What follows belongs to an exercise in optimizing a design on an open flow for small area and a short achievable clock period; a production flow would make more cautious choices. In this exercise RTL edits were held to simulation tests only and were not proved equivalent to the original. Power is estimated from default activity; no workload was simulated.

===== flow/design.v =====
module gshare_fetch_predictor #(
    parameter int          HIST_BITS = 5,
    parameter logic [31:0] RESET_PC  = 32'h0000_0000
) (
    input  logic                 clk,
    input  logic                 Reset,
    input  logic                 PC_write,
    input  logic [31:0]          imem_inst,
    output logic [31:0]          pc_out,
    output logic [31:0]          IF_inst,
    output logic [31:0]          nextPC,
    output logic                 prediction,
    output logic [31:0]          branch_target,
    output logic [31:0]          updated_pc_IF,
    output logic [HIST_BITS-1:0] GHPT_index_IF,
    output logic [HIST_BITS-1:0] GHR_IF,
    output logic [HIST_BITS-1:0] G_BTB_index_IF,
    input  logic                 ex_valid,
    input  logic                 ex_taken,
    input  logic [31:0]          ex_target,
    input  logic [31:0]          ex_pc,
    input  logic [HIST_BITS-1:0] ex_GHPT_index,
    input  logic [HIST_BITS-1:0] ex_G_BTB_index,
    input  logic [HIST_BITS-1:0] ex_GHR,
    input  logic                 ex_mispredict,
    input  logic [31:0]          ex_correct_pc
);
    localparam int ENTRIES = 1 << HIST_BITS;
    localparam int TAG_LSB = HIST_BITS + 2;
    localparam int TAG_W   = 32 - TAG_LSB;
    logic [31:0]                     pc_q, pc_d;
    logic [HIST_BITS-1:0]            ghr_q, ghr_d;
    logic [ENTRIES-1:0][1:0]         pht_q;
    logic [ENTRIES-1:0]              btb_vld_q;
    logic [ENTRIES-1:0][TAG_W-1:0]   btb_tag_q;
    logic [ENTRIES-1:0][31:0]        btb_tgt_q;
    logic [31:2]                     npc_q, npc_d;
    logic [ENTRIES-1:0]              sel_q, sel_d;
    logic                            hit_q, hit_d;
    logic                            pred_q, pred_d;
    logic                            hit_o_q, hit_o_d;
    logic                            pred_o_q, pred_o_d;
    logic [31:0]                     tgt_q, tgt_d;    
    logic unused_ok;
    assign unused_ok = ^{ex_pc[TAG_LSB-1:0], ex_GHR[HIST_BITS-1]};
    assign nextPC         = {npc_q, pc_q[1:0]};
    assign prediction     = pred_o_q;
    assign branch_target  = hit_o_q ? tgt_q : 32'd0;
    assign updated_pc_IF  = pred_o_q ? tgt_q : nextPC;
    assign pc_out         = pc_q;
    assign IF_inst        = imem_inst;
    assign GHPT_index_IF  = pc_q[TAG_LSB-1:2] ^ ghr_q;
    assign GHR_IF         = ghr_q;
    assign G_BTB_index_IF = pc_q[TAG_LSB-1:2];
    logic [31:0]        cor_inc, upd_inc, tgt_inc, npc_inc;
    assign cor_inc = ex_correct_pc + 32'd4;
    assign tgt_inc = tgt_q + 32'd4;
    assign npc_inc = nextPC + 32'd4;
    assign upd_inc = pred_q ? tgt_inc : npc_inc;
    logic c_cor, c_bt, c_rot, c_hold;
    logic [3:0] cor_lo, bt_lo;
    logic [7:0] cor_hi, bt_hi;
    assign c_cor  = ex_valid && ex_mispredict;
    assign c_bt   = !c_cor && PC_write && pred_q;
    assign c_rot  = !c_cor && PC_write && !pred_q;
    assign c_hold = !c_cor && !PC_write;
    always_comb begin
        for (int j = 0; j < 4; j++) begin
            cor_lo[j] = c_cor && (ex_correct_pc[3:2] == 2'(j));
            bt_lo[j]  = c_bt && (tgt_q[3:2] == 2'(j));
        end
        for (int k = 0; k < 8; k++) begin
            cor_hi[k] = (ex_correct_pc[TAG_LSB-1:4] == 3'(k));
            bt_hi[k]  = (tgt_q[TAG_LSB-1:4] == 3'(k));
        end
    end
    for (genvar i = 0; i < ENTRIES; i++) begin : g_sel
        sel_mux4 u (.c0(cor_lo[i % 4]), .d0(cor_hi[i / 4]), .c1(bt_lo[i % 4]), .d1(bt_hi[i / 4]),
                    .c2(c_rot), .d2(sel_q[(i + ENTRIES - 1) % ENTRIES]), .c3(c_hold), .d3(sel_q[i]),
                    .y(sel_d[i]));
    end
    always_comb begin
        pc_d  = pc_q;
        npc_d = npc_q;
        ghr_d = ghr_q;
        if (ex_valid && ex_mispredict) begin
            pc_d  = ex_correct_pc;
            npc_d = cor_inc[31:2];
            ghr_d = {ex_GHR[HIST_BITS-2:0], ex_taken};
        end else if (PC_write) begin
            pc_d  = updated_pc_IF;
            npc_d = upd_inc[31:2];
            if (hit_q) ghr_d = {ghr_q[HIST_BITS-2:0], pred_q};
        end
    end
    logic                 btb_wr, pht_wr;
    logic [1:0]           ex_cnt, ex_cnt_new;
    assign btb_wr = ex_valid && ex_taken;
    assign pht_wr = ex_valid;
    always_comb begin
        ex_cnt = '0;
        for (int i = 0; i < ENTRIES; i++)
            if (ex_GHPT_index == HIST_BITS'(i)) ex_cnt = pht_q[i];
        ex_cnt_new = ex_cnt;
        if (ex_taken) begin
            if (ex_cnt != 2'b11) ex_cnt_new = ex_cnt + 2'd1;
        end else if (ex_cnt != 2'b00) begin
            ex_cnt_new = ex_cnt - 2'd1;
        end
    end
    logic [HIST_BITS-1:0] nidx, npidx;
    logic [ENTRIES-1:0]   npsel;
    logic [31:0]          tgt_rd;
    logic                 ctr_rd;
    logic                 btb_byp, pht_byp;
    logic                 hit_rd_n, hit_ex, ctr_n;
    logic                 k_hit_rd, k_hit_ex, k_pred_rd, k_pred_ex;
    assign nidx  = pc_d[TAG_LSB-1:2];
    assign npidx = nidx ^ ghr_d;
    always_comb begin
        ctr_rd = 1'b0;
        for (int i = 0; i < ENTRIES; i++) begin
            npsel[i] = (npidx == HIST_BITS'(i));
            ctr_rd = ctr_rd | (npsel[i] & pht_q[i][1]);
        end
    end
    logic [TAG_W-1:0] tag_rd;
    logic [31:0]      tgt_rdn;
    logic             vld_rd;
    for (genvar b = 0; b < TAG_W; b++) begin : g_tag
        logic [ENTRIES-1:0] col;
        for (genvar i = 0; i < ENTRIES; i++) begin : g_e
            assign col[i] = btb_tag_q[i][b];
        end
        btb_col_rd u_rd (.sel(sel_d), .d(col), .y(tag_rd[b]));
    end
    for (genvar b = 0; b < 32; b++) begin : g_tgt
        logic [ENTRIES-1:0] col;
        for (genvar i = 0; i < ENTRIES; i++) begin : g_e
            assign col[i] = btb_tgt_q[i][b];
        end
        btb_col_rd_s u_rd (.sel(sel_d), .d(col), .yn(tgt_rdn[b]));
    end
    btb_col_rd u_vld_rd (.sel(sel_d), .d(btb_vld_q), .y(vld_rd));
    assign tgt_rd = ~tgt_rdn;
    tag_hit u_hit (.rd(tag_rd), .pc(pc_d[31:TAG_LSB]), .vld(vld_rd), .hit_n(hit_rd_n));
    assign btb_byp = btb_wr && (ex_G_BTB_index == nidx);
    assign pht_byp = pht_wr && (ex_GHPT_index == npidx);
    assign hit_ex  = (ex_pc[31:TAG_LSB] == pc_d[31:TAG_LSB]);
    assign ctr_n   = pht_byp ? ex_cnt_new[1] : ctr_rd;
    assign k_hit_rd  = !btb_byp;
    assign k_hit_ex  = btb_byp && hit_ex;
    assign k_pred_rd = !btb_byp && ctr_n;
    assign k_pred_ex = btb_byp && hit_ex && ctr_n;
    hit_pred u_hp   (.hit_rd_n(hit_rd_n), .kh_rd(k_hit_rd), .kh_ex(k_hit_ex), .kp_rd(k_pred_rd), .kp_ex(k_pred_ex),
                     .hit(hit_d), .pred(pred_d));
    hit_pred u_hp_o (.hit_rd_n(hit_rd_n), .kh_rd(k_hit_rd), .kh_ex(k_hit_ex), .kp_rd(k_pred_rd), .kp_ex(k_pred_ex),
                     .hit(hit_o_d), .pred(pred_o_d));
    assign tgt_d   = btb_byp ? ex_target : tgt_rd;
    always_ff @(posedge clk or posedge Reset) begin
        if (Reset) begin
            pc_q   <= RESET_PC;
            npc_q  <= RESET_PC[31:2] + 30'd1;
            sel_q  <= ENTRIES'(1) << RESET_PC[TAG_LSB-1:2];
            ghr_q  <= '0;
            hit_q    <= 1'b0;
            pred_q   <= 1'b0;
            hit_o_q  <= 1'b0;
            pred_o_q <= 1'b0;
        end else begin
            pc_q   <= pc_d;
            npc_q  <= npc_d;
            sel_q  <= sel_d;
            ghr_q  <= ghr_d;
            hit_q    <= hit_d;
            pred_q   <= pred_d;
            hit_o_q  <= hit_o_d;
            pred_o_q <= pred_o_d;
        end
    end
    always_ff @(posedge clk) tgt_q <= tgt_d;
    always_ff @(posedge clk or posedge Reset) begin
        if (Reset) begin
            pht_q     <= {ENTRIES{2'b01}};
            btb_vld_q <= '0;
        end else begin
            for (int i = 0; i < ENTRIES; i++) begin
                if (pht_wr && ex_GHPT_index == HIST_BITS'(i)) pht_q[i] <= ex_cnt_new;
                if (btb_wr && ex_G_BTB_index == HIST_BITS'(i)) btb_vld_q[i] <= 1'b1;
            end
        end
    end
    always_ff @(posedge clk) begin
        for (int i = 0; i < ENTRIES; i++) begin
            if (btb_wr && ex_G_BTB_index == HIST_BITS'(i)) begin
                btb_tag_q[i] <= ex_pc[31:TAG_LSB];
                btb_tgt_q[i] <= ex_target;
            end
        end
    end
endmodule
module btb_col_rd_s (
    input  logic [31:0] sel,
    input  logic [31:0] d,
    output logic        yn
);
    logic [2:0] g;
    rd12 u_g0 (.sel(sel[11:0]),  .d(d[11:0]),  .y(g[0]));
    rd12 u_g1 (.sel(sel[23:12]), .d(d[23:12]), .y(g[1]));
    rd8  u_g2 (.sel(sel[31:24]), .d(d[31:24]), .y(g[2]));
    cell_nor3 u_o (.a(g[0]), .b(g[1]), .c(g[2]), .y(yn));
endmodule
module rd12 (
    input  logic [11:0] sel,
    input  logic [11:0] d,
    output logic        y
);
    logic [3:0] p;
    for (genvar k = 0; k < 4; k++) begin : g_p
        cell_aoi222 u (.a1(sel[3*k]), .a2(d[3*k]), .b1(sel[3*k+1]), .b2(d[3*k+1]),
                       .c1(sel[3*k+2]), .c2(d[3*k+2]), .y(p[k]));
    end
    cell_nand4 u_n (.a(p[0]), .b(p[1]), .c(p[2]), .d(p[3]), .y(y));
endmodule
module hit_pred (
    input  logic hit_rd_n, kh_rd, kh_ex, kp_rd, kp_ex,
    output logic hit, pred
);
    assign hit  = (~hit_rd_n & kh_rd) | kh_ex;
    assign pred = (~hit_rd_n & kp_rd) | kp_ex;
endmodule
module btb_col_rd (
    input  logic [31:0] sel,
    input  logic [31:0] d,
    output logic        y
);
    logic [3:0]  g;
    logic [1:0]  h;
    for (genvar m = 0; m < 4; m++) begin : g_g
        rd8 u (.sel(sel[8*m +: 8]), .d(d[8*m +: 8]), .y(g[m]));
    end
    cell_nor2 u_h0 (.a(g[0]), .b(g[1]), .y(h[0]));
    cell_nor2 u_h1 (.a(g[2]), .b(g[3]), .y(h[1]));
    cell_nand2 u_o (.a(h[0]), .b(h[1]), .y(y));
endmodule
module sel_mux4 (
    input  logic c0, d0, c1, d1, c2, d2, c3, d3,
    output logic y
);
    assign y = ~(~((c0 & d0) | (c1 & d1)) & ~((c2 & d2) | (c3 & d3)));
endmodule
module rd8 (
    input  logic [7:0] sel,
    input  logic [7:0] d,
    output logic       y
);
    assign y = ~(~((sel[0] & d[0]) | (sel[1] & d[1])) & ~((sel[2] & d[2]) | (sel[3] & d[3])) &
                 ~((sel[4] & d[4]) | (sel[5] & d[5])) & ~((sel[6] & d[6]) | (sel[7] & d[7])));
endmodule
module tag_hit (
    input  logic [24:0] rd,
    input  logic [24:0] pc,
    input  logic        vld,
    output logic        hit_n
);
    logic [25:0] eq;
    logic [8:0]  bad;
    logic [2:0]  good;
    for (genvar b = 0; b < 25; b++) begin : g_x
        cell_xnor2 u (.a(rd[b]), .b(pc[b]), .y(eq[b]));
    end
    assign eq[25] = vld;
    for (genvar m = 0; m < 8; m++) begin : g_b
        cell_nand3 u (.a(eq[3*m]), .b(eq[3*m+1]), .c(eq[3*m+2]), .y(bad[m]));
    end
    cell_nand2 u_b8 (.a(eq[24]), .b(eq[25]), .y(bad[8]));
    for (genvar m = 0; m < 3; m++) begin : g_g
        cell_nor3 u (.a(bad[3*m]), .b(bad[3*m+1]), .c(bad[3*m+2]), .y(good[m]));
    end
    cell_nand3 u_h (.a(good[0]), .b(good[1]), .c(good[2]), .y(hit_n));
endmodule
module cell_nand3 (input logic a, b, c, output logic y);
    assign y = ~(a & b & c);
endmodule
module cell_aoi222 (input logic a1, a2, b1, b2, c1, c2, output logic y);
    assign y = ~((a1 & a2) | (b1 & b2) | (c1 & c2));
endmodule
module cell_nand4 (input logic a, b, c, d, output logic y);
    assign y = ~(a & b & c & d);
endmodule
module cell_nor3 (input logic a, b, c, output logic y);
    assign y = ~(a | b | c);
endmodule
module cell_nand2 (input logic a, b, output logic y);
    assign y = ~(a & b);
endmodule
module cell_xnor2 (input logic a, b, output logic y);
    assign y = ~(a ^ b);
endmodule
module cell_nor2 (input logic a, b, output logic y);
    assign y = ~(a | b);
endmodule

===== flow/flow/run.sh =====
#!/bin/bash
# Standard layout, with the port buffers made from buf_2 instead of the
# default delay-buffer cell. Each make step logs under orfs/logs; the make
# output as a whole goes to standard.log in the work folder.
set -euo pipefail
export BUFFER_PORTS_ARGS="-buffer_cell sky130_fd_sc_hd__buf_2"
bash standard.sh > standard.log 2>&1

===== flow/standard.sh =====
#!/bin/bash
# synth_recipe.tcl (not shown) runs the flow's synth.tcl, then flattens the netlist and writes it again
# the make line also repeats each setting of config.mk as NAME=value (left out here)
make -C /OpenROAD-flow-scripts/flow DESIGN_CONFIG=/design/flow/config.mk WORK_HOME=/design/flow/orfs CLKGATE_MAP_FILE= SYNTH_SCRIPT=/design/flow/synth_recipe.tcl "${@:-finish}"

===== flow/config.mk =====
export PLATFORM = sky130hd
export DESIGN_NAME = gshare_fetch_predictor
export DESIGN_NICKNAME = gshare_fetch_predictor
export VERILOG_FILES = /design/flow/design.v
export SDC_FILE = /design/flow/constraint.sdc
export NUM_CORES = 4
export LEC_CHECK = 0
export CAP_MARGIN = 20
export CORE_MARGIN = 2
export CORE_UTILIZATION = 40
export CTS_CLUSTER_DIAMETER = 80
export CTS_CLUSTER_SIZE = 24
export SETUP_SLACK_MARGIN = 3.0
export SLEW_MARGIN = 20
export SYNTH_HIERARCHICAL = 1
export TNS_END_PERCENT = 5

===== flow/constraint.sdc =====
create_clock -name core_clock -period 6.5 [get_ports {clk}]
set_input_delay 1.3000 -clock core_clock [delete_from_list [all_inputs] [get_ports {clk}]]
set_output_delay 1.3000 -clock core_clock [all_outputs]
set_load 0.01 [all_outputs]

==> results of run 1 <==
[area by class of cell]
class | count | area [um2] | share of cell area [%]
diodes | 16 | 40.04 | 0.04467
clock buffers | 156 | 3044 | 3.396
clock inverters | 35 | 410.4 | 0.4579
inverters | 32 | 123.9 | 0.1382
multi-input cells | 2254 | 18080 | 20.17
flip-flops and latches | 2055 | 60450 | 67.44
well taps | 2526 | 3161 | 3.526
repair buffers | 556 | 4327 | 4.827
[through the flow]
stage,instances,instance area [um2],hold slack [ns],worst slack (ns)
final,7630,89630,0.4767,2.715
after global routing,7619,89600,0.4884,2.764
after CTS,7595,89300,0.4792,2.847
after detailed placement,7220,82950,0.4533,0.7038
after global placement,7220,82950,0.4515,0.7520
after floorplan,4423,77760,0.4400,2.168
[registers in the layout (all words and copies together), names as in the netlist]
signal     flops
btb_tag_q    800
pc_q          32
btb_vld_q     32
ghr_q          5
pht_q         64
hit_q          1
pred_o_q       1
btb_tgt_q   1024
tgt_q         32
hit_o_q        1
sel_q         32
npc_q         30
pred_q         1
[power by group]
group | switching [mW] | internal, mW
clock | 4.35 | 3.41
combinational | 1.95 | 1.02
sequential | 0.429 | 14.8
total | 6.73 | 19.2
[worst max-delay path: cells and delay by family]
family          cells  cell delay, ns
compound gates      3            0.45
xor+xnor            1            0.14
buf+inv             3            0.67
simple gates        9            1.87
[metal layers]
metal  global-route usage, %  part of all wire, %  vias up
li1                        -                    -    19762
met1                   34.78                   36    25552
met2                   43.60                   46     3094
met3                   5.111                   10      701
met4                   16.49                  7.4       14
met5                       0                0.035        -
[cell families (layout without fill, tap and decap cells)]
| kind of cell | Yosys count | count (layout) | synth area share, % |
|---|---|---|---|
| other | 0 | 16 | 0 |
| buffers and inverters | 155 | 779 | 1.038 |
| AND/OR/NAND/NOR | 844 | 885 | 5.845 |
| adder cells (fa/ha/maj) | 1 | 1 | 0.01621 |
| multiplexers | 173 | 173 | 2.490 |
| AO/OA/AOI/OAI | 1097 | 1097 | 11.15 |
| flip-flops | 2055 | 2055 | 78.32 |
| XOR/XNOR | 98 | 98 | 1.140 |
[final timing paths]
path / start / to / slack, ns / cells past startpoint
setup / recovery: PC_write / pred_o_q$_DFF_PP0_ / 2.71 / 16
hold / removal: btb_vld_q[21]$_DFFE_PP0P_ / btb_vld_q[21]$_DFFE_PP0P_ / 0.48 / 1
setup reg to reg: pred_o_q$_DFF_PP0_ / tgt_q[4]$_DFF_P_ / 2.83 / 11
hold reg to reg: btb_vld_q[21]$_DFFE_PP0P_ / btb_vld_q[21]$_DFFE_PP0P_ / 0.48 / 1
max in group asynchronous: Reset / sel_q[8]$_DFF_PP0_ / 4.53 / 4
min in group asynchronous: Reset / npc_q[22]$_DFFE_PP0N_ / 0.70 / 3
[modules after synthesis (local to each module, per instance), a selection]
module                  cells inside  times used
cell_aoi222                        1         256
cell_nand4                         1          64
cell_nor2                          1          52
cell_nor3                          1          35
cell_xnor2                         1          25
gshare_fetch_predictor          3173           1
rd8                                5         136
sel_mux4                           3          32
[what timing repair did]
| item | CTS | global route |
|---|---|---|
| pin swaps | 134 | 19 |
| resized for setup | 241 | 20 |
| setup endpoints to repair | 158 | 178 |
| buffers inserted | 143 | 19 |
| gates cloned | 41 | 0 |
| hold buffers | 0 | 0 |
[synth_stat cells, drive strengths merged, types with 6 or more instances]
cell	n	area [um2]
edfxtp	1824	54770
a22oi	612	4594
a222oi	256	2562
nand4	208	1301
nor2	192	723.2
nand2	174	653.1
dfrtp	165	4129
mux2	98	1130
buf	87	545.5
nor3	73	540.5
mux2i	72	724.4
o21ai	69	349.1
xnor2	63	559.3
a21oi	58	290.3
or2	41	256.5
and2	39	244.0
clkbuf	36	135.1
dfstp	34	893.4
xor2	34	297.8
dfxtp	32	640.6
inv	32	120.1
nand3	23	115.1
a21o	18	135.1
nand2b	18	112.6
a211oi	17	127.6
nor3b	13	102.6
o21a	12	90.09
and3	11	68.82
nor4	11	87.59
nor2b	10	62.56
o211ai	10	75.07
or3	7	43.79
nand3b	6	45.04
o22ai	6	37.54
==> impl_metrics.tcl, run 1 <==
set metrics [dict create \
    run_status "no timing/DRC/antenna violations" \
    synthFlopType "sky130_fd_sc_hd__edfxtp_1" \
    crit_path_max_incr_delay_ns 0.54 \
    drc 0 \
    io_pins 325 \
    grt_overflow_total 0 \
    timing.max_cap.violations 0 \
    critical_path_required_ns 7.23 \
    buffer_ports.inserted 252 \
    height_of_the_die_um 443.2 \
    cts_tree "yes" \
    die-area_mm2 0.1964 \
    clk_latency_worst_skew_pair_ns 0.81 \
    avgRoutedWirePerCell_um 35.99 \
    dp_hpwl_um 148400 \
    synthesis.area_mm2 0.07717 \
    startpoint_type "primary input" \
    crit_path_max_delay_cell_type "sky130_fd_sc_hd__nor2_2" \
    rsz0062_at_grt "true" \
    fp.dieW_um 443.2 \
    cts_inserted_buffers 107 \
    synth_cells 4423 \
    timing.final.setup_violations 0 \
    syn2layout_area_growth_pct 16.15 \
    worst_ep_arrival_time_ns 4.52 \
    routed_via_density 6.438 \
    violation_count_after_the_first_detailed_route_iteration 8240 \
    clock_sinks 2055 \
    num-fill-cells 16317 \
    grt_first_pass_wirelength_um 376200 \
    final_period_minus_worst_setup_slack_ns 3.785 \
    synth.net_count 4573 \
    floorplan.rows 161 \
    cp_max_fo 15 \
    fin_crit_sh_pct 58.24 \
    min_path_type "flop to flop" \
    timing.max_slew.rel_slack_pct 21.66 \
    drive_above_1_share_pct 23.49 \
    fp.coreArea_mm2 0.1922 \
    seq_area_frac_synth_pct 78.32 \
    synth_warnings 7 \
    drt_pass1_iterations 7 \
    finalNetCount 5156 \
    gpl.final_weighted_congestion 0.8861 \
    hold_violations 0 \
    avgSynthCellArea_um2 17.45 \
    initial_utilization_pct 40.15 \
    critical_path_class "primary input to flop" \
    antenna_violations_before_repair 29 \
    max_clock_freq_mhz 264.2 \
    detailroute.via_count 49123 \
    htreeDepth 3 \
    asyncSetResetFlopFracSynth_pct 9.684 \
    vdd.ir_drop.worst_uv 219.4 \
    clock-root-buffer "sky130_fd_sc_hd__clkbuf_16" \
    ys_seq_elements 2055 \
    power_density_mw_per_mm2 289.3 \
    final_common_cell "sky130_fd_sc_hd__edfxtp_1" \
    final_core_utilization_pct 46.64 \
    clk_path_buf_depth 3 \
    final-max-slew-violation-count 0 \
    critical_path.endpoint_type "flop" \
    grt_start_max_net_pins 108 \
    cp_cell_sequence "buf_6 > nand2_8 > nor2_2 > a22oi_2 > nand2_4 > buf_4 > a22oi_1 > nand4_1 > nor2_1 > nand2_1 > xnor2_1 > nand3_1 > nor3_2 > nand3_2 > inv_2 > a21o_1" \
    total_power_mw 25.93 \
    leakagePower_nw 29.22 \
    antenna_left 0 \
    grt_use_total_pct 27.32 \
    synth_edf_count 1824 \
    final.setup_skew_ns 0.04464 \
    fin_tns_setup_ns 0 \
    detailed_route_wl_um 274600 \
    worstMarginPinSlew_ns 1.163 \
    vias_in_the_first_global_route 46116 \
    clk_pin_slew_worst_paths_ns 0.10 \
    synth.distinct_cells 81 \
    commonest_cells_after_routing_fill_and_taps_aside "sky130_fd_sc_hd__edfxtp_1 (1824), sky130_fd_sc_hd__a22oi_1 (545), sky130_fd_sc_hd__a222oi_1 (256)" \
]
==> run 2, diff against run 1 <==
--- a/flow/design.v
+++ b/flow/design.v
@@ -36,5 +36,6 @@
     logic [ENTRIES-1:0][31:0]        btb_tgt_q;
     logic [31:2]                     npc_q, npc_d;
-    logic [ENTRIES-1:0]              sel_q, sel_d;
+    logic [ENTRIES-1:0]              sel_d, sel_d2;    
+    logic [ENTRIES-1:0]              sel_q;            
     logic                            hit_q, hit_d;
     logic                            pred_q, pred_d;
@@ -75,8 +76,11 @@
         end
     end
+    always_comb begin
+        for (int i = 0; i < ENTRIES; i++) sel_q[i] = (pc_q[TAG_LSB-1:2] == HIST_BITS'(i));
+    end
     for (genvar i = 0; i < ENTRIES; i++) begin : g_sel
         sel_mux4 u (.c0(cor_lo[i % 4]), .d0(cor_hi[i / 4]), .c1(bt_lo[i % 4]), .d1(bt_hi[i / 4]),
                     .c2(c_rot), .d2(sel_q[(i + ENTRIES - 1) % ENTRIES]), .c3(c_hold), .d3(sel_q[i]),
-                    .y(sel_d[i]));
+                    .y(sel_d[i]), .y2(sel_d2[i]));
     end
     always_comb begin
@@ -140,5 +144,5 @@
             assign col[i] = btb_tgt_q[i][b];
         end
-        btb_col_rd_s u_rd (.sel(sel_d), .d(col), .yn(tgt_rdn[b]));
+        btb_col_rd_s u_rd (.sel(sel_d2), .d(col), .yn(tgt_rdn[b]));
     end
     btb_col_rd u_vld_rd (.sel(sel_d), .d(btb_vld_q), .y(vld_rd));
@@ -162,5 +166,4 @@
             pc_q   <= RESET_PC;
             npc_q  <= RESET_PC[31:2] + 30'd1;
-            sel_q  <= ENTRIES'(1) << RESET_PC[TAG_LSB-1:2];
             ghr_q  <= '0;
             hit_q    <= 1'b0;
@@ -171,5 +174,4 @@
             pc_q   <= pc_d;
             npc_q  <= npc_d;
-            sel_q  <= sel_d;
             ghr_q  <= ghr_d;
             hit_q    <= hit_d;
@@ -246,7 +248,11 @@
 module sel_mux4 (
     input  logic c0, d0, c1, d1, c2, d2, c3, d3,
-    output logic y
+    output logic y, y2
 );
-    assign y = ~(~((c0 & d0) | (c1 & d1)) & ~((c2 & d2) | (c3 & d3)));
+    logic p, q;
+    assign p  = ~((c0 & d0) | (c1 & d1));
+    assign q  = ~((c2 & d2) | (c3 & d3));
+    assign y  = ~(p & q);
+    cell_nand2 u_y2 (.a(p), .b(q), .y(y2));
 endmodule
 module rd8 (
--- a/flow/config.mk
+++ b/flow/config.mk
@@ -11,4 +11,5 @@
 export CTS_CLUSTER_DIAMETER = 80
 export CTS_CLUSTER_SIZE = 24
+export PLACE_DENSITY = 0.72
 export SETUP_SLACK_MARGIN = 3.0
 export SLEW_MARGIN = 20
==> run 2 against run 1 <==
Sequential power about the same. Sequential share of layout area up 0.23 points. Non-clock buffer count down 25. Routed wire length down 7.7%. Final area down 1.7%. Flip-flop and latch count down 32. Worst setup slack worse by 0.00069 ns. Register-to-register slack worse by 0.08 ns. Critical endpoint is now tgt_q[30]$_DFF_P_. Largest cell class unchanged. Largest power group unchanged.
==> impl_metrics.tcl, run 2 <==
set metrics [dict create \
    finish.instance_area_mm2 0.08815 \
    vdd.ir_drop.worst_uv 228.8 \
    setup_ws_ns 2.714 \
    cts_hold_repair.buffers 0 \
    finalNetCount 5177 \
    seq_area_frac_synth_pct 77.77 \
    largest_reg_flops 1024 \
    syn2layout_area_growth_pct 14.96 \
    min_path_type "primary input to asynchronous set/reset pin" \
    yosysMostFrequentCell "sky130_fd_sc_hd__edfxtp_1" \
    die-area_mm2 0.1952 \
    grt_first_pass_wirelength_um 350300 \
    initial_utilization_pct 40.27 \
    avgSynthCellArea_um2 17.03 \
    fin_tns_setup_ns 0 \
    total_power_mw 26.59 \
    buffer_ports.inserted 252 \
    postPlaceCellArea_mm2 0.08200 \
    grt_overflow_total 0 \
    synth_edf_count 1824 \
    critical_path_required_ns 7.19 \
    timing.max_slew.rel_slack_pct 17.97 \
    registers.top_by_ff_count "btb_tgt_q" \
    io_pins 325 \
    synthFlopType "sky130_fd_sc_hd__edfxtp_1" \
    synthesis.area_mm2 0.07668 \
    timing.final.setup_violations 0 \
    num-fill-cells 15681 \
    detailed_route_wl_um 253600 \
    share_of_yosys_cell_area_claimed_by_the_top_area_cell_type_pct 71.43 \
    cts_tree "yes" \
    hold_violations 0 \
    final-max-slew-violation-count 0 \
    fin_crit_sh_pct 58.25 \
    grt_start_max_net_pins 68 \
    run_status "no timing/DRC/antenna violations" \
    asyncSetResetFlopFracSynth_pct 8.255 \
    routed_via_density 6.455 \
    commonest_cells_after_routing_fill_and_taps_aside "sky130_fd_sc_hd__edfxtp_1 (1824), sky130_fd_sc_hd__a22oi_1 (543), sky130_fd_sc_hd__a222oi_1 (256)" \
    rsz0062_at_grt "true" \
    final.setup_skew_ns 0.09297 \
    synth_top_area_cell "sky130_fd_sc_hd__edfxtp_1" \
    height_of_the_die_um 441.8 \
    critical_path.endpoint_type "flop" \
    synth.net_count 4652 \
    power_density_mw_per_mm2 301.6 \
    antenna_left 0 \
    drc 0 \
    gpl.final_weighted_congestion 0.9139 \
    ys_seq_elements 2023 \
    leakagePower_nw 28.38 \
    fp.dieW_um 441.8 \
    cts_inserted_buffers 100 \
    detailroute.via_count 49404 \
    timing.max_cap.violations 0 \
    startpoint_type "primary input" \
    worstMarginPinSlew_ns 1.218 \
    fp.coreArea_mm2 0.1904 \
    placement.setup.worst_slack_ns 1.099 \
    synth.distinct_cells 90 \
    synth_top_cells_by_count "sky130_fd_sc_hd__edfxtp_1 (1824), sky130_fd_sc_hd__a22oi_1 (550), sky130_fd_sc_hd__nand2_1 (293)" \
    clk_path_buf_depth 3 \
    critical_path_class "primary input to flop" \
    synth_warnings 7 \
    synth_top_cells_by_area "sky130_fd_sc_hd__edfxtp_1 (71%), sky130_fd_sc_hd__a22oi_1 (5.4%), sky130_fd_sc_hd__dfrtp_1 (4.4%)" \
    worst_ep_arrival_time_ns 4.48 \
    grt_use_total_pct 25.08 \
    clk_pin_slew_worst_paths_ns 0.09 \
    floorplan.rows 160 \
    drive_above_1_share_pct 21.41 \
    synth_cells 4502 \
    clock_sinks 2023 \
    violation_count_after_the_first_detailed_route_iteration 8138 \
    vias_in_the_first_global_route 46482 \
    max_clock_freq_mhz 264.1 \
    cp_max_fo 22 \
    final_period_minus_worst_setup_slack_ns 3.786 \
    htreeDepth 3 \
    clock-root-buffer "sky130_fd_sc_hd__clkbuf_16" \
    final_common_cell "sky130_fd_sc_hd__edfxtp_1" \
    largest_registers "btb_tgt_q: 1024 flops, btb_tag_q: 800 flops, pht_q: 64 flops" \
    dp_hpwl_um 144000 \
    drt_pass1_iterations 10 \
    avgRoutedWirePerCell_um 33.13 \
    clk_latency_worst_skew_pair_ns 0.82 \
    antenna_violations_before_repair 46 \
]
-- run 2: cell types whose count changed after synthesis, sizes merged, moves of 15 or more --
cell	delta
o21ai	+65
dfrtp	-31
mux2	-68
nand2	+120
nor2	+15
nor3	-17
-- run 2: cell families after synthesis --
logic type / synth area share (%)
AO/OA/AOI/OAI: 11.98
flip-flops: 77.77
XOR/XNOR: 1.126
buffers and inverters: 1.111
multiplexers: 1.524
adder cells (fa/ha/maj): 0.04243
AND/OR/NAND/NOR: 6.447
-- run 2: timing repair --
| item | CTS | global route |
|---|---|---|
| cloned | 25 | 3 |
| endpoints found under the setup margin | 177 | 149 |
| resized for setup | 189 | 23 |
| setup buffers | 132 | 22 |
| pin swaps | 124 | 12 |
-- run 2: final cells by class --
type	count	area, um2	share of cell area (%)
Tap cell	2511	3142	3.564
Timing Repair Buffer	531	4085	4.634
Antenna cell	29	72.57	0.08233
Clock buffer	168	2789	3.164
Inverter	31	121.4	0.1377
Clock inverter	21	377.9	0.4287
Sequential cell	2023	59650	67.67
Multi-Input combinational cell	2340	17910	20.32
-- run 2: worst paths after layout --
kind | from | to | slack [ns] | cells after the start
worst max-delay path | ex_mispredict | tgt_q[30]$_DFF_P_ | 2.71 | 12
worst min-delay path | Reset | ghr_q[4]$_DFF_PP0_ | 0.45 | 2
worst max register to register | tgt_q[6]$_DFF_P_ | hit_o_q$_DFF_PP0_ | 2.75 | 13
worst min register to register | btb_vld_q[14]$_DFFE_PP0P_ | btb_vld_q[14]$_DFFE_PP0P_ | 0.48 | 1
max in group asynchronous | Reset | npc_q[22]$_DFFE_PP0N_ | 4.62 | 3
min in group core_clock | btb_vld_q[14]$_DFFE_PP0P_ | btb_vld_q[14]$_DFFE_PP0P_ | 0.48 | 1
-- run 2: per-stage QoR --
step,std cells,hold WS [ns],util (%)
after CTS,7598,0.4281,46.03
after detailed placement,7252,0.4530,43.07
after global placement,7252,0.4519,43.07
after global routing,7647,0.4825,46.29
after floorplan,4502,0.4400,-
final,7654,0.4508,46.30
-- run 2: metal layers --
layer | wire length, um | GRT usage [%]
met1 | 83170 | 30.35
met2 | 113800 | 38.40
met3 | 33900 | 6.932
met4 | 22540 | 18.88
met5 | 146 | 0.02442
-- run 2: critical path: stages --
cell,delay [ns]
sky130_fd_sc_hd__buf_12,0.12
sky130_fd_sc_hd__and2_4,0.16
sky130_fd_sc_hd__buf_4,0.19
sky130_fd_sc_hd__nor2_4,0.61
sky130_fd_sc_hd__a22oi_2,0.11
sky130_fd_sc_hd__buf_4,0.20
sky130_fd_sc_hd__nand2_2,0.57
sky130_fd_sc_hd__buf_4,0.39
sky130_fd_sc_hd__a222oi_1,0.14
sky130_fd_sc_hd__nand4_1,0.22
sky130_fd_sc_hd__nor3_2,0.07
sky130_fd_sc_hd__a21oi_1,0.31
-- run 2: report_power, final --
group | internal, mW | switching (mW) | leakage (nW)
clock | 3.05 | 4.16 | 1.49
combinational | 1.38 | 2.86 | 8.18
sequential | 14.6 | 0.562 | 18.7
total | 19.0 | 7.59 | 28.4
-- run 2: per-module statistics from Yosys (local to each module, per instance), a selection --
module / flip-flops and latches / area (um2) / cells inside / copies in the design
cell_nand4: 0 / 6.256 / 1 / 64
sel_mux4: 0 / 28.78 / 3 / 32
cell_nor3: 0 / 10.01 / 1 / 35
cell_nand2: 0 / 3.754 / 1 / 59
cell_xnor2: 0 / 8.758 / 1 / 25
hit_pred: 0 / 18.77 / 3 / 2
cell_nor2: 0 / 3.754 / 1 / 52
gshare_fetch_predictor: 2023 / 66790 / 3220 / 1
rd8: 0 / 36.28 / 5 / 136
cell_nand3: 0 / 5.005 / 1 / 9
cell_aoi222: 0 / 10.01 / 1 / 256
==> run 3, diff against run 2 <==
--- a/flow/config.mk
+++ b/flow/config.mk
@@ -11,5 +11,4 @@
 export CTS_CLUSTER_DIAMETER = 80
 export CTS_CLUSTER_SIZE = 24
-export PLACE_DENSITY = 0.72
 export SETUP_SLACK_MARGIN = 3.0
 export SLEW_MARGIN = 20
==> run 3 against run 2 <==
Still clean. Die area unchanged. Final area increased by 0.97%. Worst setup slack improved by 0.093 ns. Critical endpoint is now tgt_q[12]$_DFF_P_. Largest cell class unchanged.
==> impl_metrics.tcl, run 3 <==
set metrics [dict create \
    drt_pass1_iterations 10 \
    dp_hpwl_um 154100 \
    fin_crit_sh_pct 56.81 \
    timing.max_cap.violations 0 \
    fp.coreArea_mm2 0.1904 \
    cts_hold_repair.buffers 0 \
    finalNetCount 5220 \
    antenna_violations_before_repair 30 \
    yosysMostFrequentCell "sky130_fd_sc_hd__edfxtp_1" \
    critical_path_required_ns 7.18 \
    min_path_type "primary input to asynchronous set/reset pin" \
    cp_max_fo 21 \
    clock_sinks 2023 \
    share_of_yosys_cell_area_claimed_by_the_top_area_cell_type_pct 71.43 \
    die-area_mm2 0.1952 \
    setup_ws_ns 2.807 \
    worst_ep_arrival_time_ns 4.37 \
    dpl.cell_count 7291 \
    rsz0062_at_grt "true" \
    detailed_route_wl_um 261600 \
    synth_top_cells_by_count "sky130_fd_sc_hd__edfxtp_1 (1824), sky130_fd_sc_hd__a22oi_1 (550), sky130_fd_sc_hd__nand2_1 (293)" \
    grt_use_total_pct 25.98 \
    max_clock_freq_mhz 270.8 \
    detailroute.via_count 48357 \
    largest_reg_flops 1024 \
    gpl.final_weighted_congestion 0.8970 \
    worstMarginPinSlew_ns 1.170 \
    largest_registers "btb_tgt_q: 1024 flops, btb_tag_q: 800 flops, pht_q: 64 flops" \
    final_period_minus_worst_setup_slack_ns 3.693 \
    initial_utilization_pct 40.27 \
    grt_overflow_total 0 \
    asyncSetResetFlopFracSynth_pct 8.255 \
    cts_tree "yes" \
    avgSynthCellArea_um2 17.03 \
    antenna_left 0 \
    synth_edf_count 1824 \
    critical_path_class "primary input to flop" \
    htreeDepth 3 \
    final_common_cell "sky130_fd_sc_hd__edfxtp_1" \
    violation_count_after_the_first_detailed_route_iteration 7470 \
    hold_violations 0 \
    clock-root-buffer "sky130_fd_sc_hd__clkbuf_16" \
    final-max-slew-violation-count 0 \
    worstReg2RegEnd "pred_o_q$_DFF_PP0_" \
    synthFlopType "sky130_fd_sc_hd__edfxtp_1" \
    syn2layout_area_growth_pct 16.07 \
    worst_r2r_startpoint "pred_o_q$_DFF_PP0_" \
    final.setup_skew_ns 0.05676 \
    vdd.ir_drop.worst_uv 231.0 \
    avgRoutedWirePerCell_um 34.02 \
    synthesis.area_mm2 0.07668 \
    drive_above_1_share_pct 23.36 \
    seq_area_frac_synth_pct 77.77 \
    cts_inserted_buffers 105 \
    placement.setup.worst_slack_ns 0.9679 \
    routed_via_density 6.287 \
    run_status "no timing/DRC/antenna violations" \
    synth_cells 4502 \
    startpoint_type "primary input" \
    synth_top_cells_by_area "sky130_fd_sc_hd__edfxtp_1 (71%), sky130_fd_sc_hd__a22oi_1 (5.4%), sky130_fd_sc_hd__dfrtp_1 (4.4%)" \
    fin_tns_setup_ns 0 \
    synth.net_count 4652 \
    vias_in_the_first_global_route 45913 \
    floorplan.rows 160 \
    io_pins 325 \
    depth_of_the_worst_register_to_register_path 10 \
    critical_path.endpoint_type "flop" \
    post_layout_nonfiller_instances 7691 \
    leakagePower_nw 28.87 \
    ys_seq_elements 2023 \
    registers.top_by_ff_count "btb_tgt_q" \
    buffer_ports.inserted 252 \
    grt_first_pass_wirelength_um 359100 \
    synth_warnings 7 \
    timing.reg2reg.setup_slack_ns 2.88 \
    timing.max_slew.rel_slack_pct 21.99 \
    commonest_cells_after_routing_fill_and_taps_aside "sky130_fd_sc_hd__edfxtp_1 (1824), sky130_fd_sc_hd__a22oi_1 (510), sky130_fd_sc_hd__a222oi_1 (256)" \
    fp.dieW_um 441.8 \
    power_density_mw_per_mm2 305.8 \
    timing.final.setup_violations 0 \
    clk_path_buf_depth 3 \
    clk_latency_worst_skew_pair_ns 0.84 \
    clk_pin_slew_worst_paths_ns 0.09 \
    drc 0 \
    height_of_the_die_um 441.8 \
    synth_top_area_cell "sky130_fd_sc_hd__edfxtp_1" \
    synth.distinct_cells 90 \
    grt_start_max_net_pins 163 \
]
[run 3: cell count changes in the layout (fill, tap and decap cells not counted), moves of 9 or more]
cell and delta:
sky130_fd_sc_hd__nand2_1 -9, sky130_fd_sc_hd__a22oi_1 -33, sky130_fd_sc_hd__a22oi_2 +33, sky130_fd_sc_hd__diode_2 -12, sky130_fd_sc_hd__xnor2_2 +10, sky130_fd_sc_hd__buf_6 +18, sky130_fd_sc_hd__clkbuf_1 -13, sky130_fd_sc_hd__buf_4 +18
sky130_fd_sc_hd__xnor2_1 -10
[run 3: area by class of cell]
class	instances	area, um2
fillers	16064	101400
flip-flops and latches	2023	59650
multi-input cells	2334	18010
repair buffers	575	4588
well taps	2511	3142
clock buffers	165	2968
clock inverters	35	475.5
inverters	31	123.9
diodes	17	42.54
[run 3: per-layer routing]
metal	wire (um)	global-route usage (%)	up-vias
met3	28860	5.713	592
met4	19040	16.85	22
met5	150	0	-
met1	95120	33.31	24733
met2	118400	40.01	3114
li1	-	-	19896
[run 3: kinds of logic after synthesis]
| kind of cell | count (synthesis) | synth area share (%) |
|---|---|---|
| mux | 106 | 1.524 |
| simple gates | 957 | 6.447 |
| fa+ha+maj | 3 | 0.04243 |
| buf+inv | 164 | 1.111 |
| compound gates | 1152 | 11.98 |
| flops | 2023 | 77.77 |
| xor+xnor | 97 | 1.126 |
[run 3: worst max path at each step]
stage / from / cells past startpoint / slack, ns / end
global route: ex_valid / 19 / 2.81 / pred_q$_DFF_PP0_
detailed placement: ex_valid / 16 / 0.97 / pred_o_q$_DFF_PP0_
global placement: ex_valid / 16 / 0.96 / hit_q$_DFF_PP0_
floorplan: ex_valid / 6 / 1.56 / btb_tag_q[600]$_DFFE_PP_
CTS: pred_o_q$_DFF_PP0_ / 5 / 2.79 / updated_pc_IF[16]
finish: ex_valid / 13 / 2.81 / tgt_q[12]$_DFF_P_
[run 3: metrics by stage]
stage          cell area (um2)  utilization, %  power [mW]  hold WS [ns]
6_report                 89000           46.75       27.22        0.3807
3_3_place_gp             82280           43.22       19.12        0.4517
2_1_floorplan            76960               -       17.08        0.4400
4_1_cts                  88130           46.29       26.99        0.3654
3_5_place_dp             82310           43.24       19.16        0.4538
5_1_grt                  88990           46.74       27.88        0.3795
[run 3: critical path, stage by stage]
cell and delay [ns]:
sky130_fd_sc_hd__buf_16 0.14, sky130_fd_sc_hd__and2_4 0.27, sky130_fd_sc_hd__nor2_4 0.10, sky130_fd_sc_hd__buf_12 0.17, sky130_fd_sc_hd__a22oi_2 0.31, sky130_fd_sc_hd__buf_4 0.18
sky130_fd_sc_hd__buf_4 0.12, sky130_fd_sc_hd__nand2_8 0.19, sky130_fd_sc_hd__buf_4 0.29, sky130_fd_sc_hd__a222oi_1 0.41, sky130_fd_sc_hd__nand4_1 0.32, sky130_fd_sc_hd__nor3_2 0.39
sky130_fd_sc_hd__a21oi_1 0.12
[run 3: timing repair]
item                                    in CTS  in global routing
endpoints found under the setup margin     178                123
cloned                                      19                  4
resized for setup                          166                111
buffers inserted                           135                 23
pin swaps                                  110                100
[run 3: modules after synthesis, one instance, submodules excluded, excerpt]
module / times used / area, um2 / flip-flops and latches
cell_aoi222: 256 / 10.01 / 0
cell_nand2: 59 / 3.754 / 0
cell_nand3: 9 / 5.005 / 0
cell_nand4: 64 / 6.256 / 0
cell_nor2: 52 / 3.754 / 0
cell_nor3: 35 / 10.01 / 0
cell_xnor2: 25 / 8.758 / 0
gshare_fetch_predictor: 1 / 66790 / 2023
hit_pred: 2 / 18.77 / 0
rd8: 136 / 36.28 / 0
sel_mux4: 32 / 28.78 / 0
[run 3: power breakdown]
group / internal (mW) / leakage [nW] / total (mW) / switching (mW)
registers: 14.6 / 18.7 / 15.1 / 0.567
logic: 1.47 / 8.50 / 4.36 / 2.89
clock network: 3.40 / 1.66 / 7.73 / 4.33
total: 19.4 / 28.9 / 27.2 / 7.78
==> run 4, diff against run 3 <==
--- a/flow/design.v
+++ b/flow/design.v
@@ -130,5 +130,4 @@
     end
     logic [TAG_W-1:0] tag_rd;
-    logic [31:0]      tgt_rdn;
     logic             vld_rd;
     for (genvar b = 0; b < TAG_W; b++) begin : g_tag
@@ -144,8 +143,7 @@
             assign col[i] = btb_tgt_q[i][b];
         end
-        btb_col_rd_s u_rd (.sel(sel_d2), .d(col), .yn(tgt_rdn[b]));
+        btb_col_rd u_rd (.sel(sel_d2), .d(col), .y(tgt_rd[b]));
     end
     btb_col_rd u_vld_rd (.sel(sel_d), .d(btb_vld_q), .y(vld_rd));
-    assign tgt_rd = ~tgt_rdn;
     tag_hit u_hit (.rd(tag_rd), .pc(pc_d[31:TAG_LSB]), .vld(vld_rd), .hit_n(hit_rd_n));
     assign btb_byp = btb_wr && (ex_G_BTB_index == nidx);
@@ -153,8 +151,8 @@
     assign hit_ex  = (ex_pc[31:TAG_LSB] == pc_d[31:TAG_LSB]);
     assign ctr_n   = pht_byp ? ex_cnt_new[1] : ctr_rd;
-    assign k_hit_rd  = !btb_byp;
-    assign k_hit_ex  = btb_byp && hit_ex;
-    assign k_pred_rd = !btb_byp && ctr_n;
-    assign k_pred_ex = btb_byp && hit_ex && ctr_n;
+    assign k_hit_rd  = btb_byp;                       
+    assign k_hit_ex  = !(btb_byp && hit_ex);
+    assign k_pred_rd = !(!btb_byp && ctr_n);
+    assign k_pred_ex = !(btb_byp && hit_ex && ctr_n);
     hit_pred u_hp   (.hit_rd_n(hit_rd_n), .kh_rd(k_hit_rd), .kh_ex(k_hit_ex), .kp_rd(k_pred_rd), .kp_ex(k_pred_ex),
                      .hit(hit_d), .pred(pred_d));
@@ -202,33 +200,10 @@
     end
 endmodule
-module btb_col_rd_s (
-    input  logic [31:0] sel,
-    input  logic [31:0] d,
-    output logic        yn
-);
-    logic [2:0] g;
-    rd12 u_g0 (.sel(sel[11:0]),  .d(d[11:0]),  .y(g[0]));
-    rd12 u_g1 (.sel(sel[23:12]), .d(d[23:12]), .y(g[1]));
-    rd8  u_g2 (.sel(sel[31:24]), .d(d[31:24]), .y(g[2]));
-    cell_nor3 u_o (.a(g[0]), .b(g[1]), .c(g[2]), .y(yn));
-endmodule
-module rd12 (
-    input  logic [11:0] sel,
-    input  logic [11:0] d,
-    output logic        y
-);
-    logic [3:0] p;
-    for (genvar k = 0; k < 4; k++) begin : g_p
-        cell_aoi222 u (.a1(sel[3*k]), .a2(d[3*k]), .b1(sel[3*k+1]), .b2(d[3*k+1]),
-                       .c1(sel[3*k+2]), .c2(d[3*k+2]), .y(p[k]));
-    end
-    cell_nand4 u_n (.a(p[0]), .b(p[1]), .c(p[2]), .d(p[3]), .y(y));
-endmodule
 module hit_pred (
     input  logic hit_rd_n, kh_rd, kh_ex, kp_rd, kp_ex,
     output logic hit, pred
 );
-    assign hit  = (~hit_rd_n & kh_rd) | kh_ex;
-    assign pred = (~hit_rd_n & kp_rd) | kp_ex;
+    assign hit  = ~((hit_rd_n | kh_rd) & kh_ex);
+    assign pred = ~((hit_rd_n | kp_rd) & kp_ex);
 endmodule
 module btb_col_rd (
@@ -289,7 +264,4 @@
     assign y = ~(a & b & c);
 endmodule
-module cell_aoi222 (input logic a1, a2, b1, b2, c1, c2, output logic y);
-    assign y = ~((a1 & a2) | (b1 & b2) | (c1 & c2));
-endmodule
 module cell_nand4 (input logic a, b, c, d, output logic y);
     assign y = ~(a & b & c & d);
==> run 4 against run 3 <==
Critical endpoint is now hit_q$_DFF_PP0_. Total power decreased by 2.1%. Sequential share of layout area grew 0.46 points. Hold slack improved by 0.093 ns. Sequential power barely moved. Routed wire length fell by 6.2%. Highest routed layer unchanged. Worst setup slack worse by 0.0062 ns. First-iteration DRC count decreased by 24%. Clock power shrank 5.6%. Synthesized area grew 1.3%. Largest power group unchanged.
==> impl_metrics.tcl, run 4 <==
set metrics [dict create \
    clk_latency_worst_skew_pair_ns 0.77 \
    critical_path_required_ns 7.21 \
    detailed_route_wl_um 245300 \
    share_of_yosys_cell_area_claimed_by_the_top_area_cell_type_pct 70.52 \
    finalNetCount 5282 \
    detailroute.via_count 47274 \
    startpoint_type "primary input" \
    cp_max_fo 8 \
    grt_overflow_total 0 \
    drt_pass1_iterations 5 \
    synth.distinct_cells 83 \
    timing.max_cap.violations 0 \
    htreeDepth 3 \
    leakagePower_nw 28.46 \
    grt_use_total_pct 24.24 \
    fp.coreArea_mm2 0.1928 \
    clk_pin_slew_worst_paths_ns 0.10 \
    placement.setup.worst_slack_ns 0.7228 \
    cts_tree "yes" \
    largest_reg_flops 1024 \
    gpl.final_weighted_congestion 0.9131 \
    run_status "no timing/DRC/antenna violations" \
    synth_top_cells_by_area "sky130_fd_sc_hd__edfxtp_1 (71%), sky130_fd_sc_hd__a22oi_1 (9.1%), sky130_fd_sc_hd__dfrtp_1 (4.3%)" \
    grt_start_max_net_pins 120 \
    fin_crit_sh_pct 56.91 \
    clock-root-buffer "sky130_fd_sc_hd__clkbuf_16" \
    setup_ws_ns 2.801 \
    min_path_type "flop to flop" \
    final_common_cell "sky130_fd_sc_hd__edfxtp_1" \
    max_clock_freq_mhz 270.3 \
    avgRoutedWirePerCell_um 31.64 \
    worstMarginPinSlew_ns 1.204 \
    regArea_mm2 0.05966 \
    critical_path_class "primary input to flop" \
    synth_cells 4686 \
    fin_tns_setup_ns 0 \
    syn2layout_area_growth_pct 13.83 \
    largest_registers "btb_tgt_q: 1024 flops, btb_tag_q: 800 flops, pht_q: 64 flops" \
    drive_above_1_share_pct 20.57 \
    ys_seq_elements 2023 \
    power_density_mw_per_mm2 301.3 \
    routed_via_density 6.098 \
    rsz0062_at_grt "true" \
    grt_first_pass_wirelength_um 342400 \
    die-area_mm2 0.1977 \
    synth.net_count 4836 \
    floorplan.rows 161 \
    critical_path.endpoint_type "flop" \
    initial_utilization_pct 40.29 \
    cts_inserted_buffers 100 \
    seq_area_frac_synth_pct 76.78 \
    io_pins 325 \
    height_of_the_die_um 444.6 \
    synthesis.area_mm2 0.07766 \
    violation_count_after_the_first_detailed_route_iteration 5708 \
    final_period_minus_worst_setup_slack_ns 3.699 \
    synthFlopType "sky130_fd_sc_hd__edfxtp_1" \
    registers.top_by_ff_count "btb_tgt_q" \
    clock_sinks 2023 \
    timing.max_slew.rel_slack_pct 18.88 \
    multi_input_comb_area_mm2 0.01841 \
    worst_ep_arrival_time_ns 4.41 \
    synth_top_cells_by_count "sky130_fd_sc_hd__edfxtp_1 (1824), sky130_fd_sc_hd__a22oi_1 (937), sky130_fd_sc_hd__nand2_1 (249), sky130_fd_sc_hd__nor2_1 (249), sky130_fd_sc_hd__nand4_1 (243)" \
    synth_top_area_cell "sky130_fd_sc_hd__edfxtp_1" \
    avgSynthCellArea_um2 16.57 \
    synth_warnings 7 \
    fp.dieW_um 444.6 \
    timing.final.setup_violations 0 \
    dp_hpwl_um 151900 \
    synth_edf_count 1824 \
    vias_in_the_first_global_route 45316 \
    num-fill-cells 16463 \
    antenna_violations_before_repair 42 \
    drc 0 \
    final.setup_skew_ns 0.05038 \
    commonest_cells_after_routing_fill_and_taps_aside "sky130_fd_sc_hd__edfxtp_1 (1824), sky130_fd_sc_hd__a22oi_1 (917), sky130_fd_sc_hd__buf_2 (245)" \
    yosysMostFrequentCell "sky130_fd_sc_hd__edfxtp_1" \
    asyncSetResetFlopFracSynth_pct 8.255 \
    antenna_left 0 \
    final-max-slew-violation-count 0 \
    clk_path_buf_depth 3 \
    hold_violations 0 \
    buffer_ports.inserted 252 \
    vdd.ir_drop.worst_uv 201.0 \
]
## run 4: cell types whose count changed after synthesis, sizes merged, moves of 32 or more
cell | previous run | this run
nand2 | 294 | 249
a222oi | 256 | 0
nor2 | 207 | 249
nand4 | 211 | 243
mux2 | 30 | 104
o21ai | 134 | 85
a22oi | 614 | 1001
## run 4: metal layers
| metal | vias to the layer above | share of wire [%] | GRT usage [%] |
|---|---|---|---|
| met4 | 34 | 6.5 | 14.18 |
| met5 | - | 0.077 | 0 |
| met2 | 2323 | 46 | 38.07 |
| met3 | 484 | 8.2 | 3.500 |
| li1 | 20029 | - | - |
| met1 | 24404 | 39 | 32.26 |
## run 4: cells by family (layout without fill, tap and decap cells)
logic type / count (synthesis) / in the layout / share of synthesized area (%)
AO/OA/AOI/OAI: 1224 / 1224 / 11.98
XOR/XNOR: 98 / 98 / 1.115
adder cells (fa/ha/maj): 2 / 2 / 0.02900
buffers and inverters: 165 / 687 / 1.104
flip-flops: 2023 / 2023 / 76.78
multiplexers: 184 / 184 / 2.607
other: 0 / 15 / 0
AND/OR/NAND/NOR: 990 / 994 / 6.378
## run 4: layout make-up
type	count	area share [%]
Antenna cell	15	0.04246
Timing Repair Buffer	468	4.337
Multi-Input combinational cell	2502	20.83
Sequential cell	2023	67.48
Clock inverter	21	0.3836
Clock buffer	161	3.155
Inverter	37	0.1967
Tap cell	2526	3.575
## run 4: path summary, 6_finish.rpt
check,slack (ns),to,start,cells past startpoint
max in group asynchronous,4.52,pc_q[3]$_DFF_PP0_,Reset,4
worst max register to register,2.86,hit_q$_DFF_PP0_,pc_q[2]$_DFF_PP0_,13
worst max-delay path,2.80,hit_q$_DFF_PP0_,ex_mispredict,19
min in group asynchronous,0.80,pc_q[31]$_DFF_PP0_,Reset,3
worst min-delay path,0.47,btb_vld_q[1]$_DFFE_PP0P_,btb_vld_q[1]$_DFFE_PP0P_,1
worst min register to register,0.47,btb_vld_q[1]$_DFFE_PP0P_,btb_vld_q[1]$_DFFE_PP0P_,1
## run 4: modules after synthesis, one instance, submodules excluded, a selection
module	copies in the design	cells inside	flip-flops and latches	cell area, um2
cell_xnor2	25	1	0	8.758
cell_nor3	3	1	0	10.01
hit_pred	2	2	0	10.01
cell_nor2	116	1	0	3.754
cell_nand2	91	1	0	3.754
rd8	232	5	0	36.28
sel_mux4	32	3	0	28.78
## run 4: worst max-delay path, stage by stage
cell and delay (ns):
sky130_fd_sc_hd__buf_12 0.13, sky130_fd_sc_hd__buf_12 0.12, sky130_fd_sc_hd__and2_4 0.18, sky130_fd_sc_hd__nand2_4 0.08, sky130_fd_sc_hd__nor2_4 0.04, sky130_fd_sc_hd__buf_8 0.16, sky130_fd_sc_hd__a22oi_2 0.32, sky130_fd_sc_hd__nand2_4 0.14
sky130_fd_sc_hd__buf_12 0.18, sky130_fd_sc_hd__buf_4 0.15, sky130_fd_sc_hd__a22oi_1 0.18, sky130_fd_sc_hd__nand4_1 0.22, sky130_fd_sc_hd__nor2_4 0.27, sky130_fd_sc_hd__nand2_1 0.10, sky130_fd_sc_hd__xnor2_1 0.15, sky130_fd_sc_hd__nand3_1 0.11
sky130_fd_sc_hd__nor3_2 0.24, sky130_fd_sc_hd__nand3_4 0.17, sky130_fd_sc_hd__o21ai_1 0.16
## run 4: per-stage QoR
stage | total power, mW | instances | area (um2) | utilization [%] | hold WS [ns]
floorplan | 17.10 | 4686 | 77930 | - | 0.4373
global placement | 19.15 | 7485 | 83180 | 43.15 | 0.4510
detailed placement | 19.21 | 7491 | 83330 | 43.23 | 0.4497
CTS | 26.61 | 7732 | 88180 | 45.74 | 0.4728
global route | 27.34 | 7749 | 88390 | 45.85 | 0.4885
finish | 26.63 | 7753 | 88400 | 45.86 | 0.4735
## run 4: what timing repair did
| item | CTS | global route |
|---|---|---|
| hold endpoints to repair | 0 | 0 |
| endpoints found under the setup margin | 181 | 140 |
| hold buffers | 0 | 0 |
| cloned | 9 | 1 |
| pin swaps | 89 | 26 |
| gates resized for setup | 267 | 30 |
| setup buffers | 50 | 5 |
## run 4: report_power, final
group / total, mW / switching, mW / leakage [nW] / internal (mW)
clock network: 7.30 / 4.10 / 1.51 / 3.20
logic: 4.10 / 2.69 / 8.26 / 1.41
registers: 15.2 / 0.642 / 18.7 / 14.6
==> run 5, diff against run 4 <==
--- a/flow/config.mk
+++ b/flow/config.mk
@@ -8,5 +8,5 @@
 export CAP_MARGIN = 20
 export CORE_MARGIN = 2
-export CORE_UTILIZATION = 40
+export CORE_UTILIZATION = 45
 export CTS_CLUSTER_DIAMETER = 80
 export CTS_CLUSTER_SIZE = 24
==> run 5 against run 4 <==
Still clean on timing, DRC and antenna. Global-route usage is 3.1 points higher. Register-to-register slack worse by 0.08 ns. Final cell count shrank 2.6%. Die area decreased by 11%. Final area fell by 0.62%. Critical path type unchanged. Largest power group unchanged.
==> impl_metrics.tcl, run 5 <==
set metrics [dict create \
    drc 0 \
    cp_cell_sequence "buf_8 > buf_12 > and2_4 > nand2_4 > nor2_4 > buf_8 > a22oi_2 > nand2_4 > buf_12 > buf_16 > buf_12 > buf_4 > a22oi_1 > nand4_1 > nor2_1 > nand2_1 > nand2_1 > nor3_2 > nand3_4 > o21ai_1" \
    largest_registers "btb_tgt_q: 1024 flops, btb_tag_q: 800 flops, pht_q: 64 flops" \
    cp_num_buf_inv 7 \
    crit_path_max_delay_cell_type "sky130_fd_sc_hd__nor2_1" \
    initial_utilization_pct 45.27 \
    postPlaceCellArea_mm2 0.08310 \
    min_path_type "flop to flop" \
    power.sequential.fraction_pct 57.3 \
    grt_overflow_total 0 \
    detailed_route_wl_um 244700 \
    num-fill-cells 14236 \
    critical_path.endpoint_type "flop" \
    timing.max_cap.violations 0 \
    run_status "no timing/DRC/antenna violations" \
    max_clock_freq_mhz 263.3 \
    drive_above_1_share_pct 20.09 \
    synth_top_area_cell "sky130_fd_sc_hd__edfxtp_1" \
    final_period_minus_worst_setup_slack_ns 3.798 \
    registers.top_by_ff_count "btb_tgt_q" \
    leakagePower_nw 28.41 \
    seq_area_frac_synth_pct 76.78 \
    synthFlopType "sky130_fd_sc_hd__edfxtp_1" \
    asyncSetResetFlopFracSynth_pct 8.255 \
    buffer_ports.inserted 252 \
    commonest_cells_after_routing_fill_and_taps_aside "sky130_fd_sc_hd__edfxtp_1 (1824), sky130_fd_sc_hd__a22oi_1 (924), sky130_fd_sc_hd__buf_2 (246)" \
    clock-root-buffer "sky130_fd_sc_hd__clkbuf_16" \
    synth_top_cells_by_count "sky130_fd_sc_hd__edfxtp_1 (1824), sky130_fd_sc_hd__a22oi_1 (937), sky130_fd_sc_hd__nand2_1 (249), sky130_fd_sc_hd__nor2_1 (249), sky130_fd_sc_hd__nand4_1 (243)" \
    antenna_violations_before_repair 31 \
    die-area_mm2 0.1759 \
    cp_max_fo 8 \
    timing.final.setup_violations 0 \
    avgRoutedWirePerCell_um 32.40 \
    synth.distinct_cells 83 \
    power_density_mw_per_mm2 301.2 \
    syn2layout_area_growth_pct 13.12 \
    worst_ep_arrival_time_ns 4.44 \
    clock_sinks 2023 \
    routed_via_density 6.289 \
    fp.coreArea_mm2 0.1715 \
    share_of_yosys_cell_area_claimed_by_the_top_area_cell_type_pct 70.52 \
    netSwitchingFraction_pct 28.08 \
    fin_tns_setup_ns 0 \
    startpoint_type "primary input" \
    grt_first_pass_wirelength_um 340000 \
    synth_cells 4686 \
    finalNetCount 5289 \
    power.clock.fraction_pct 27.1 \
    fin_crit_sh_pct 58.43 \
    finish.instance_area_mm2 0.08786 \
    drt_pass1_iterations 6 \
    grt_use_total_pct 27.29 \
    total_switching_power_mw 7.431 \
    cts_inserted_buffers 99 \
    clk_path_buf_depth 3 \
    synth.net_count 4836 \
    grt_start_max_net_pins 81 \
    io_pins 325 \
    vdd.ir_drop.worst_uv 223.9 \
    largest_reg_flops 1024 \
    critical_path_class "primary input to flop" \
    detailroute.via_count 47502 \
    rsz0062_at_grt "true" \
    crit_path_max_incr_delay_ns 0.48 \
    final-max-slew-violation-count 0 \
    critical_path_required_ns 7.15 \
    ys_seq_elements 2023 \
    vias_in_the_first_global_route 44994 \
    cpLargestDelayFamily "simple AND/OR/NAND/NOR gates" \
    total_power_mw 26.47 \
    internal_power_mw 19.03 \
    synth_warnings 7 \
    cpMostUsedCell "sky130_fd_sc_hd__buf_12" \
    fp.dieW_um 419.4 \
    final.setup_skew_ns 0.02972 \
    floorplan.rows 152 \
    antenna_left 0 \
    synthesis.area_mm2 0.07766 \
    synth_edf_count 1824 \
    violation_count_after_the_first_detailed_route_iteration 6672 \
    synth_top_cells_by_area "sky130_fd_sc_hd__edfxtp_1 (71%), sky130_fd_sc_hd__a22oi_1 (9.1%), sky130_fd_sc_hd__dfrtp_1 (4.3%)" \
    pwr-share-comb_pct 15.6 \
    avgSynthCellArea_um2 16.57 \
    worstMarginPinSlew_ns 1.130 \
    final_common_cell "sky130_fd_sc_hd__edfxtp_1" \
    hold_violations 0 \
    dp_hpwl_um 149200 \
    clk_latency_worst_skew_pair_ns 0.76 \
    cts_tree "yes" \
    timing.max_slew.rel_slack_pct 23.89 \
    htreeDepth 3 \
    height_of_the_die_um 419.4 \
    yosysMostFrequentCell "sky130_fd_sc_hd__edfxtp_1" \
    clk_pin_slew_worst_paths_ns 0.10 \
    gpl.final_weighted_congestion 0.9093 \
]
-- run 5: cell types whose count changed in the layout (fill, tap and decap cells not counted), moves of 5 or more --
cell	before	now
sky130_fd_sc_hd__buf_16	11	4
sky130_fd_sc_hd__buf_6	24	17
sky130_fd_sc_hd__clkinv_8	2	7
sky130_fd_sc_hd__clkbuf_1	56	66
sky130_fd_sc_hd__nand2_8	7	0
sky130_fd_sc_hd__buf_4	137	155
sky130_fd_sc_hd__a22oi_1	917	924
sky130_fd_sc_hd__a22oi_2	84	77
sky130_fd_sc_hd__nand2_2	41	35
sky130_fd_sc_hd__nand2_1	186	196
-- run 5: what timing repair did --
action                                  4_1_cts  5_1_grt
hold endpoints to repair                      0        0
hold buffers                                  0        0
gates resized for setup                     194       62
pin swaps                                    48       43
setup buffers                                29       21
cloned                                        7        2
endpoints found under the setup margin      169      125
-- run 5: Yosys stat by module (local to each module, per instance), excerpt --
module,cells inside,flops+latches,times used
cell_nand2,1,0,91
cell_nand3,1,0,9
cell_nor2,1,0,116
cell_nor3,1,0,3
cell_xnor2,1,0,25
gshare_fetch_predictor,3182,2023,1
hit_pred,2,0,2
rd8,5,0,232
sel_mux4,3,0,32
-- run 5: cell type report --
type	instances	area, um2	share of cell area, %
diodes	17	42.54	0.04842
well taps	2310	2890	3.290
repair buffers	478	3815	4.342
clock buffers	167	2764	3.146
multi-input cells	2500	18230	20.75
flip-flops and latches	2023	59650	67.89
inverters	37	162.7	0.1851
clock inverters	21	301.5	0.3432
-- run 5: cells by family after synthesis --
kind of cell             share of synthesized area, %
flip-flops                                      76.78
AND/OR/NAND/NOR                                 6.378
buffers and inverters                           1.104
multiplexers                                    2.607
adder cells (fa/ha/maj)                       0.02900
AO/OA/AOI/OAI                                   11.98
XOR/XNOR                                        1.115
-- run 5: per-stage QoR --
step                      hold WS [ns]  std cells  util [%]  worst slack (ns)
after floorplan                 0.4373       4686         -             1.202
after global placement          0.4509       7286     48.41            0.8991
after detailed placement        0.4520       7289     48.44            0.8462
after CTS                       0.4754       7513     50.92             2.866
after global routing            0.4885       7546     51.20             2.696
final                           0.4739       7553     51.22             2.702
-- run 5: worst paths after layout --
path / slack [ns] / cells past startpoint / start / to
worst min-delay path: 0.47 / 1 / btb_vld_q[0]$_DFFE_PP0P_ / btb_vld_q[0]$_DFFE_PP0P_
worst min register to register: 0.47 / 1 / btb_vld_q[0]$_DFFE_PP0P_ / btb_vld_q[0]$_DFFE_PP0P_
worst max register to register: 2.78 / 10 / npc_q[2]$_DFFE_PP1N_ / pred_q$_DFF_PP0_
max in group asynchronous: 4.57 / 3 / Reset / npc_q[28]$_DFFE_PP0N_
worst max-delay path: 2.70 / 20 / ex_mispredict / pred_q$_DFF_PP0_
min in group asynchronous: 0.76 / 2 / Reset / pht_q[17]$_DFFE_PP0P_
-- run 5: routing by layer --
| metal | vias to the layer above | part of all wire (%) | track usage (%) |
|---|---|---|---|
| met5 | - | 0.042 | 0 |
| met4 | 18 | 5.4 | 13.83 |
| met3 | 429 | 9.0 | 4.736 |
| met2 | 2379 | 47 | 43.07 |
| met1 | 24625 | 39 | 36.56 |
| li1 | 20051 | - | - |
-- run 5: power groups by stage --
stage          clock network, mW  logic [mW]  registers [mW]
5_1_grt                     7.69        4.33            15.2
6_report                    7.18        4.13            15.2
2_1_floorplan                  0        2.01            15.1
4_1_cts                     7.24        3.96            15.1
3_5_place_dp                   0        3.76            15.4
3_3_place_gp                   0        3.73            15.4

-- separate check: timing with driven ports --
No port has a modelled driver above. Below, the same layouts with a new extraction and two added sets of constraints. Step 1 (the two cells are an assumption about what drives the block):
set clk [get_ports {clk}]
set_driving_cell -lib_cell sky130_fd_sc_hd__clkbuf_16 $clk
set_driving_cell -lib_cell sky130_fd_sc_hd__buf_2 [delete_from_list [all_inputs] $clk]
Step 2 also shifts input and output timing later by t, the mid clock arrival at the registers, as if the neighbouring blocks saw the same clock. a / b / c = no drivers / after step 1 / after step 2; a / b = the first two.
run	t, ns	setup WS [ns]	worst setup path after step 2	slew at the worst register clock pin (ns)
run 1	0.877	2.715 / 2.688 / 1.811	input to register	0.10 / 0.10
run 2	0.873	2.714 / 2.703 / 1.829	input to register	0.10 / 0.10
run 3	0.885	2.807 / 2.758 / 1.873	input to register	0.10 / 0.10
run 4	0.838	2.801 / 2.756 / 1.982	input to register	0.10 / 0.10
run 5	0.835	2.702 / 2.668 / 1.833	input to register	0.10 / 0.10
After both steps every run listed still meets setup and hold. The setup slack of run 3, which loses most, moves by -0.049 ns with the drivers and by -0.934 ns with both steps.
